From an optimization exercise on the open Yosys and OpenROAD flow, aimed at a short achievable clock period, few clock cycles and low power; shortcuts taken in it are not production practice.
At most, simulation tests tie the RTL to the original design; equivalence was not proved.
Power figures rest on the tool's default switching activity, not on a simulated workload.

// armCore
module armCore (
    input logic clk,
    input logic reset,
    output logic [31:0] adr,
    output logic [31:0] writeData,
    input logic [31:0] readData,
    output logic memWrite
);
Size in the first run: ~570 flip-flops, roughly 99 I/O pins, about 0.033 mm2 of cells after synthesis.
export LEC_CHECK = 0
export ABC_CLOCK_PERIOD_IN_PS = 2500
export CAP_MARGIN = 20
export CORE_MARGIN = 2
export CORE_UTILIZATION = 40
export CTS_BUF_LIST = sky130_fd_sc_hd__clkbuf_8
export CTS_CLUSTER_DIAMETER = 50
export CTS_CLUSTER_SIZE = 24
export SETUP_SLACK_MARGIN = 3.5
export SLEW_MARGIN = 20
export SYNTH_HIERARCHICAL = 1
export SYNTH_MINIMUM_KEEP_SIZE = 0
create_clock -name core_clock -period 7.5 [get_ports {clk}]
run.sh (not shown) runs the stock make flow with config.mk's settings and CLKGATE_MAP_FILE= SYNTH_SCRIPT=/design/flow/synth_recipe.tcl, a recipe that flattens the netlist after the stock synthesis.
Testbench counts at the start, summed over its fixed seeds: cycles 79,078.
Change:
--- a/flow/config.mk
+++ b/flow/config.mk
@@ -10,6 +10,7 @@
 export CORE_MARGIN = 2
-export CORE_UTILIZATION = 40
-export CTS_BUF_LIST = sky130_fd_sc_hd__clkbuf_8
-export CTS_CLUSTER_DIAMETER = 50
-export CTS_CLUSTER_SIZE = 24
+export CORE_UTILIZATION = 60
+export CTS_BUF_LIST = sky130_fd_sc_hd__clkbuf_16
+export CTS_CLUSTER_DIAMETER = 60
+export CTS_CLUSTER_SIZE = 30
+export PLACE_DENSITY = 0.75
 export SETUP_SLACK_MARGIN = 3.5
After rerunning:
- total power shrinks slightly
- setup slack loses 0.18 ns
- routed wire length grows slightly
- die area shrinks by a quarter to a third
- via count grows by a few percent
- count of clock-buffer cells in the layout shrinks by 32
- flip-flop and latch count does not change
- synthesized cell count stays the same
Change:
--- a/flow/config.mk
+++ b/flow/config.mk
@@ -7,2 +7,3 @@
 export LEC_CHECK = 0
+export ABC_AREA = 1
 export ABC_CLOCK_PERIOD_IN_PS = 2500
@@ -10,7 +11,6 @@
 export CORE_MARGIN = 2
-export CORE_UTILIZATION = 60
-export CTS_BUF_LIST = sky130_fd_sc_hd__clkbuf_16
-export CTS_CLUSTER_DIAMETER = 60
-export CTS_CLUSTER_SIZE = 30
-export PLACE_DENSITY = 0.75
+export CORE_UTILIZATION = 40
+export CTS_BUF_LIST = sky130_fd_sc_hd__clkbuf_8
+export CTS_CLUSTER_DIAMETER = 50
+export CTS_CLUSTER_SIZE = 24
 export SETUP_SLACK_MARGIN = 3.5
Core utilization goes down by 26 points.
Synthesized area goes up by 21%.
Wire length goes up by 28%.
Final cell count goes up by 110%.

The RTL this note starts from:
==> flow/design.v <==
`default_nettype none
package armPkg;
    localparam int wordWidth = 32;
    localparam int regAddrWidth = 4;
    typedef logic [wordWidth-1:0] word_t;        
    typedef logic [regAddrWidth-1:0] regAddr_t;
    typedef logic [3:0] flags_t;                 
    typedef logic [3:0] cond_t;
    typedef logic [2:0] aluOp_t;
    typedef logic [1:0] immSrc_t;
    typedef enum logic [3:0] {
        FETCH,
        DECODE,
        MEMADR,
        MEMRD,
        MEMWB,
        MEMWR,
        EXECUTER,
        EXECUTEI,
        ALUWB,
        BRANCH
    } ctrlState_t;
    localparam regAddr_t pcReg = 4'd15;
    localparam word_t pcStep = 32'd4;
    localparam logic [1:0] opDataProc = 2'b00;
    localparam logic [1:0] opMemory = 2'b01;
    localparam logic [1:0] opBranch = 2'b10;
    localparam logic [3:0] cmdAnd = 4'b0000;
    localparam logic [3:0] cmdEor = 4'b0001;
    localparam logic [3:0] cmdSub = 4'b0010;
    localparam logic [3:0] cmdAdd = 4'b0100;
    localparam logic [3:0] cmdOrr = 4'b1100;
    localparam aluOp_t aluAdd = 3'd0;
    localparam aluOp_t aluSub = 3'd1;
    localparam aluOp_t aluAnd = 3'd2;
    localparam aluOp_t aluOrr = 3'd3;
    localparam aluOp_t aluEor = 3'd4;
    localparam immSrc_t immDp8 = 2'b00;      
    localparam immSrc_t immMem12 = 2'b01;    
    localparam immSrc_t immBranch = 2'b10;   
endpackage
`default_nettype wire
`timescale 1ns/1ps
`default_nettype none
module armCore (
    input logic clk,
    input logic reset,
    output logic [31:0] adr,
    output logic [31:0] writeData,
    input logic [31:0] readData,
    output logic memWrite
);
    logic [10:2] pc;         
    logic [31:0] ir;
    logic irValid;
    logic [31:0] opA, opB;   
    logic flagN, flagZ, flagC, flagV;
    logic [31:0] regs [0:14];
    function automatic logic condTest(input logic [3:0] c, input logic n, input logic z,
                                      input logic cf, input logic v);
        case (c)
            4'b0000: condTest = z;
            4'b0001: condTest = ~z;
            4'b0010: condTest = cf;
            4'b0011: condTest = ~cf;
            4'b0100: condTest = n;
            4'b0101: condTest = ~n;
            4'b0110: condTest = v;
            4'b0111: condTest = ~v;
            4'b1000: condTest = cf & ~z;
            4'b1001: condTest = ~cf | z;
            4'b1010: condTest = (n == v);
            4'b1011: condTest = (n != v);
            4'b1100: condTest = ~z & (n == v);
            4'b1101: condTest = z | (n != v);
            4'b1110: condTest = 1'b1;
            default: condTest = 1'b0;
        endcase
    endfunction
    logic [3:0] cond, cmd, rd;
    logic [1:0] op;
    logic sBit, loadBit;
    logic isDp, isMem, isBr, pass;
    assign cond = ir[31:28];
    assign op = ir[27:26];
    assign cmd = ir[24:21];
    assign sBit = ir[20];
    assign loadBit = ir[20];
    assign rd = ir[15:12];
    assign isDp = irValid & (op == 2'b00);
    assign isMem = irValid & (op == 2'b01);
    assign isBr = irValid & (op == 2'b10);
    assign pass = condTest(cond, flagN, flagZ, flagC, flagV);
    logic [31:0] opBx, aluResult;
    logic [32:0] sum;
    logic isSub, cvWrite;
    logic newN, newZ, newC, newV;
    assign isSub = (cmd == 4'b0010);
    assign opBx = isSub ? ~opB : opB;
    assign sum = {1'b0, opA} + {1'b0, opBx} + {32'd0, isSub};
    always_comb begin
        case (cmd)
            4'b0000: aluResult = opA & opB;
            4'b0001: aluResult = opA ^ opB;
            4'b1100: aluResult = opA | opB;
            default: aluResult = sum[31:0];
        endcase
    end
    assign cvWrite = (cmd == 4'b0100) | isSub;
    assign newN = aluResult[31];
    assign newZ = (aluResult == 32'd0);
    assign newC = sum[32];
    assign newV = (opA[31] == opBx[31]) & (aluResult[31] != opA[31]);
    logic dpWrite, flagWrite;
    assign dpWrite = isDp & pass;
    assign flagWrite = dpWrite & sBit;
    logic memAcc, isLoad, brTaken, regWrite, pcLoad, exWrite;
    logic [31:0] memAdr, wbData;
    logic [10:2] brTarget, fetchAdr;
    assign memAcc = isMem & pass;
    assign isLoad = memAcc & loadBit;
    assign memAdr = opA + {20'd0, ir[11:0]};
    assign brTaken = isBr & pass;
    assign brTarget = pc + 9'd1 + ir[8:0];    
    assign fetchAdr = brTaken ? brTarget : pc;
    assign adr = memAcc ? memAdr : {21'd0, fetchAdr, 2'b00};
    assign writeData = opB;
    assign memWrite = memAcc & ~loadBit;
    assign wbData = isLoad ? readData : aluResult;
    assign regWrite = dpWrite | isLoad;
    assign pcLoad = regWrite & (rd == 4'd15);
    assign exWrite = dpWrite & (rd != 4'd15);    
    always_ff @(posedge clk) begin
        if (regWrite && rd != 4'd15)
            regs[rd] <= wbData;
    end
    logic [3:0] fRn, fRm, fRd, fRb;
    logic fImm;
    logic [11:2] fR15;
    logic [31:0] fA, fB;
    assign fRn = readData[19:16];
    assign fRd = readData[15:12];
    assign fRm = readData[3:0];
    assign fRb = (readData[27:26] == 2'b01) ? fRd : fRm;
    assign fImm = (readData[27:26] == 2'b00) & readData[25];
    assign fR15 = {1'b0, fetchAdr} + 10'd2;
    always_comb begin
        if (fRn == 4'd15)
            fA = {20'd0, fR15, 2'b00};
        else if (exWrite && rd == fRn)
            fA = aluResult;
        else
            fA = regs[fRn];
        if (fImm)
            fB = {24'd0, readData[7:0]};
        else if (fRb == 4'd15)
            fB = {20'd0, fR15, 2'b00};
        else if (exWrite && rd == fRb)
            fB = aluResult;
        else
            fB = regs[fRb];
    end
    always_ff @(posedge clk) begin
        ir <= readData;
        opA <= fA;
        opB <= fB;
    end
    always_ff @(posedge clk or posedge reset) begin
        if (reset) begin
            pc <= 9'd0;
            irValid <= 1'b0;
        end else begin
            if (pcLoad)
                pc <= wbData[10:2];
            else if (!memAcc)
                pc <= fetchAdr + 9'd1;
            irValid <= ~(memAcc | pcLoad);
        end
    end
    always_ff @(posedge clk or posedge reset) begin
        if (reset) begin
            flagN <= 1'b0;
            flagZ <= 1'b0;
            flagC <= 1'b0;
            flagV <= 1'b0;
        end else if (flagWrite) begin
            flagN <= newN;
            flagZ <= newZ;
            if (cvWrite) begin
                flagC <= newC;
                flagV <= newV;
            end
        end
    end
endmodule
`default_nettype wire
export LEC_CHECK = 0
export ABC_CLOCK_PERIOD_IN_PS = 3000
export CAP_MARGIN = 20
export CORE_MARGIN = 2
export CORE_UTILIZATION = 40
export SETUP_SLACK_MARGIN = 3.5
export SLEW_MARGIN = 20
create_clock -name core_clock -period 7.5 [get_ports {clk}]
Testbench counts at the start, summed over its fixed seeds: cycles 78,831.
Change:
--- a/flow/config.mk
+++ b/flow/config.mk
@@ -7,3 +7,2 @@
 export LEC_CHECK = 0
-export ABC_CLOCK_PERIOD_IN_PS = 3000
 export CAP_MARGIN = 20
@@ -11,3 +10,2 @@
 export CORE_UTILIZATION = 40
-export SETUP_SLACK_MARGIN = 3.5
 export SLEW_MARGIN = 20
Count of clock-buffer cells in the layout goes down by 5.
Synthesized cell count is unchanged.
Design area goes down by a little under a tenth.
Die area stays the same.
Worst setup slack is worse by 900 ps.
Via count goes down by a few percent.
Hold slack is worse by 30 ps.
Core utilization goes down by 3.9 points.

Another version of the RTL of armCore (not shown whole).
Size in the first run: about 6500 cells after synthesis, ~99 I/O pins, roughly 43000 sq um of cells after synthesis.
clock: 7.5 ns
lec_check: 0
abc_area: 1
abc_clock_period_in_ps: 2500
cap_margin: 20
core_margin: 2
core_utilization: 60
cts_buf_list: sky130_fd_sc_hd__clkbuf_16
cts_cluster_diameter: 60
cts_cluster_size: 30
place_density: 0.75
setup_slack_margin: 3.5
slew_margin: 20
synth_hierarchical: 1
synth_minimum_keep_size: 0
The baseline went through all stages and came out clean.
Next try:
ABC_AREA = default   (was 1)
CTS_BUF_LIST = sky130_fd_sc_hd__clkbuf_8   (was sky130_fd_sc_hd__clkbuf_16)
CTS_CLUSTER_DIAMETER = 45   (was 60)
CTS_CLUSTER_SIZE = 20   (was 30)
Wire length came out lower by 22%.
Design area came out lower by 16%.
Setup slack is worse by 7.5 ps.
Combinational power came out lower by 5.5%.
Non-clock buffer count came out lower by 22.
Core utilization came out higher by 2.5 points.
Cell count came out lower by 52%.
Sequential cell count is unchanged.
No run of this note included a check of the RTL's function; only the layout flow was run.

[re-timing with driven ports]
In the flow no input, the clock included, has a driving cell. The finished layouts below were timed again as built, in two steps. Step 1, drivers: a clkbuf_16 drives clk and a buf_2 each remaining input, both assumed. Step 2 adds t to the input delays and takes it off the output delays; t is the mean of the earliest and latest rising clock arrival at the registers after step 1. Input paths then give back, and output paths get back, about the clock's delay inside the block. a / b / c = ideal / step 1 / step 2; a / b = the first two.
| run | shift t [ns] | setup WS [ns] | hold slack, ns | worst slew at a driven data input, ns |
|---|---|---|---|---|
| the first run of note 1 | 0.770 | 3.437 / 3.244 / 2.475 | 0.607 / 0.607 / 0.607 | 0.32 |
| the second run of note 1 | 0.663 | 3.256 / 3.063 / 2.400 | 0.621 / 0.621 / 0.621 | 0.36 |
| the third run of note 1 | 0.776 | 3.485 / 3.306 / 2.530 | 0.529 / 0.529 / 0.529 | 0.23 |
| the first run of note 2 | 0.693 | 2.464 / 2.397 / 2.947 | 0.594 / 0.594 / 0.594 | 0.05 |
| the second run of note 2 | 0.684 | 1.565 / 1.498 / 1.852 | 0.564 / 0.564 / 0.564 | 0.05 |
| the first run of note 3 | 0.711 | 3.559 / 3.556 / 2.887 | 0.539 / 0.539 / 0.539 | 0.15 |
| the second run of note 3 | 0.734 | 3.551 / 3.295 / 2.561 | 0.552 / 0.552 / 0.552 | 0.33 |
After both steps setup and hold are still met in every run listed. The setup slack of the second run of note 3, which loses most, moves by -0.256 ns with the drivers and by -0.990 ns with both steps.
